Source: an optimization exercise on an open RTL-to-GDS flow (aim: small area). Production flows keep margins and buffers that such runs may drop.
The RTL was checked by simulation tests, not by an equivalence proof against the original design.
No activity file was given, so power comes from the tool's default toggle rates.

==> flow/design.v (excerpt) <==
module cfg_top #(
    parameter cfg_pkg::period_t CLEAR_PERIOD_RESET = 62500
) (
    input  logic                clk_pcie,
    input  logic                rst,
    input  logic                i_cmd_valid,
    output logic                o_cmd_ready,
    input  cfg_pkg::cmd_word_t  i_cmd_data,
    output logic                o_rsp_valid,
    input  logic                i_rsp_ready,
    output cfg_pkg::rsp_word_t  o_rsp_data,
    input  logic [15:0]         i_pcie_id,
    output logic                o_cfg_mgmt_rd_en,
    output logic                o_cfg_mgmt_wr_en,
    output cfg_pkg::dwaddr_t    o_cfg_mgmt_dwaddr,
    output cfg_pkg::dword_t     o_cfg_mgmt_di,
    output cfg_pkg::byte_en_t   o_cfg_mgmt_byte_en,
    output logic                o_cfg_mgmt_wr_readonly,
    output logic                o_cfg_mgmt_wr_rw1c_as_rw,
    input  cfg_pkg::dword_t     i_cfg_mgmt_do,
    input  logic                i_cfg_mgmt_rd_wr_done
);
    localparam int NB = cfg_pkg::REG_BYTES;      
    localparam logic [159:0] RW_RESET = {CLEAR_PERIOD_RESET,             
                                         16'h0000, 16'hf000,             
                                         32'h0,                          
                                         32'(cfg_pkg::REG_BYTES),        
                                         16'h0018,                       
                                         cfg_pkg::RW_MAGIC};             
    logic [159:0] rw_q;
    logic rd_en_q, wr_en_q, result_valid_q;
    logic busy;
    logic host_req, host_ready, timer_ready;
    logic tmr_req_q;
    logic [1:0] tmr_be_q;        
    logic [31:0] cnt_n_q;
    cfg_pkg::dword_t   result_data_q;
    cfg_pkg::dwaddr_t  result_dwaddr_q;
    cfg_pkg::byte_en_t result_be_q;
    logic [15:0] cmd_addr;
    logic [14:0] ofs;
    logic [7:0]  val_lo, val_hi, msk_lo, msk_hi;
    logic        fire, cmd_read, cmd_write;
    assign cmd_addr = i_cmd_data[31:16];
    assign ofs      = cmd_addr[14:0];
    assign val_lo   = i_cmd_data[63:56];
    assign val_hi   = i_cmd_data[55:48];
    assign msk_lo   = i_cmd_data[47:40];
  ...
Settings: LEC_CHECK=0, CAP_MARGIN=10, CORE_MARGIN=2, CORE_UTILIZATION=55, GPL_TIMING_DRIVEN=0, SLEW_MARGIN=10, SYNTH_HIERARCHICAL=1; clock period 5.0 ns.
standard.sh (not shown) runs the stock make flow with config.mk's settings and CLKGATE_MAP_FILE= SYNTH_SCRIPT=/design/flow/synth_recipe.tcl, a recipe that flattens the netlist after the stock synthesis.
==> flow/flow/run.sh <==
#!/bin/bash
# Standard layout, with the smallest buffer on every input and output port and a clock
# tree of few large leaf buffers without dummy loads.
set -euo pipefail
export BUFFER_PORTS_ARGS="-buffer_cell sky130_fd_sc_hd__buf_1"
export CTS_ARGS="-sink_clustering_enable -repair_clock_nets -dont_use_dummy_load -sink_clustering_size 30 -sink_clustering_max_diameter 80 -buf_list sky130_fd_sc_hd__clkbuf_16"
bash standard.sh > standard_flow.log 2>&1
==> next run, changes <==
--- a/flow/design.v
+++ b/flow/design.v
@@ -340,54 +340,27 @@
             end
         end else begin : g_od
             assign cnt_x[i] = cnt_n_q[i] ^ cnt_b[i];
             if (i != 15 && i != 31) begin : g_b
                 cfg_orn u_b (.a(cnt_n_q[i]), .b(cnt_b[i]), .y(cnt_b[i + 1]));
             end
         end
     end
     assign cnt_d = cnt_x | {32{cnt_clr}};
     always_ff @(posedge clk_pcie) begin
         cnt_n_q <= cnt_d;
     end
-    logic [31:0] per;
-    logic [31:0] cg, cp;         
-    logic [32:0] cc;             
-    logic        hi_gen, hi_prop;
-    assign per = rw_q[128 +: 32];
-    for (genvar i = 0; i < 32; i++) begin : g_cmp
-        if (i == 0) begin : g_b0
-            cfg_nor2 u_c (.a(per[i]), .b(cnt_n_q[i]), .y(cc[i + 1]));
-        end else if (i == 16) begin : g_b16
-            cfg_nand2 u_g (.a(per[i]), .b(cnt_n_q[i]), .y(cg[i]));
-            cfg_nor2  u_p (.a(per[i]), .b(cnt_n_q[i]), .y(cp[i]));
-            assign cc[i + 1] = cg[i];
-        end else if (i % 2 == 0) begin : g_ev
-            cfg_and2  u_g (.a(per[i]), .b(cnt_n_q[i]), .y(cg[i]));
-            cfg_or2   u_p (.a(per[i]), .b(cnt_n_q[i]), .y(cp[i]));
-            cfg_o21ai u_c (.a1(cg[i]), .a2(cc[i]), .b1(cp[i]), .y(cc[i + 1]));
-        end else begin : g_od
-            cfg_nand2 u_g (.a(per[i]), .b(cnt_n_q[i]), .y(cg[i]));
-            cfg_nor2  u_p (.a(per[i]), .b(cnt_n_q[i]), .y(cp[i]));
-            cfg_o21ai u_c (.a1(cp[i]), .a2(cc[i]), .b1(cg[i]), .y(cc[i + 1]));
-        end
-    end
-    always_comb begin
-        hi_prop = 1'b1;
-        for (int i = 16; i < 32; i++) begin
-            hi_prop = hi_prop & ((i % 2 == 0 && i != 16) ? (cp[i] & ~cg[i]) : (cg[i] & ~cp[i]));
-        end
-    end
-    assign hi_gen  = cc[32];
-    assign expired = ~(hi_gen | (hi_prop & cc[16]));
+    logic [32:0] cmp_sum;
+    assign cmp_sum = {1'b0, rw_q[128 +: 32]} + {1'b0, cnt_n_q} + 33'd1;
+    assign expired = ~cmp_sum[32];
     always_ff @(posedge clk_pcie) begin
         if (rst) begin
             tmr_req_q <= 1'b0;
         end else if (advance && expired) begin
             tmr_req_q <= 1'b1;
         end else if (timer_ready) begin
             tmr_req_q <= 1'b0;
         end
     end
     always_ff @(posedge clk_pcie) begin
         if (advance && expired) begin
             tmr_be_q <= {rw_q[19], rw_q[20]};
@@ -433,30 +406,12 @@
 module cfg_nor2 (
     input  logic a, b,
     output logic y
 );
     assign y = ~(a | b);
 endmodule
 module cfg_orn (
     input  logic a, b,
     output logic y
 );
     assign y = a | ~b;
 endmodule
-module cfg_and2 (
-    input  logic a, b,
-    output logic y
-);
-    assign y = a & b;
-endmodule
-module cfg_or2 (
-    input  logic a, b,
-    output logic y
-);
-    assign y = a | b;
-endmodule
-module cfg_o21ai (
-    input  logic a1, a2, b1,
-    output logic y
-);
-    assign y = ~((a1 | a2) & b1);
-endmodule
Result: Clock skew barely changes. Design area rose slightly. Global-route usage decreases by 0.83 points. Non-clock buffer count climbs by 4. Cell count goes down slightly. Count of clock-buffer cells in the layout stays the same. Sequential cell count stays the same. Clock power barely changes.

==> re-timing with driven ports <==
No port has a modelled driver above. Below, the same layouts with a new extraction and two added sets of constraints.
Step 1 sets driving cells, clkbuf_16 on the clock port and buf_2 on the other inputs (assumed; they add their load-dependent delay and slew).
Step 2, shift: input delay + t, output delay - t, t = (earliest + latest rising clock arrival at the registers) / 2. This alone moves slack from input paths to output paths.
a / b / c = ideal / step 1 / step 2; a / b = the first two.
| run | t, ns | slack for setup (ns) | latest minus earliest clock arrival (ns) | worst register clock-pin slew, ns | worst data-port slew with drivers (ns) |
|---|---|---|---|---|---|
| the first run | 0.547 | 0.879 / 0.902 / 0.354 | 0.037 / 0.037 | 0.12 / 0.12 | 0.04 |
| the second run | 0.550 | 0.898 / 0.924 / 0.374 | 0.038 / 0.038 | 0.11 / 0.11 | 0.07 |
After both steps every run listed still meets setup and hold. For the first run, which loses most, drivers alone change the setup slack by +0.023 ns; drivers and shift together by -0.525 ns.
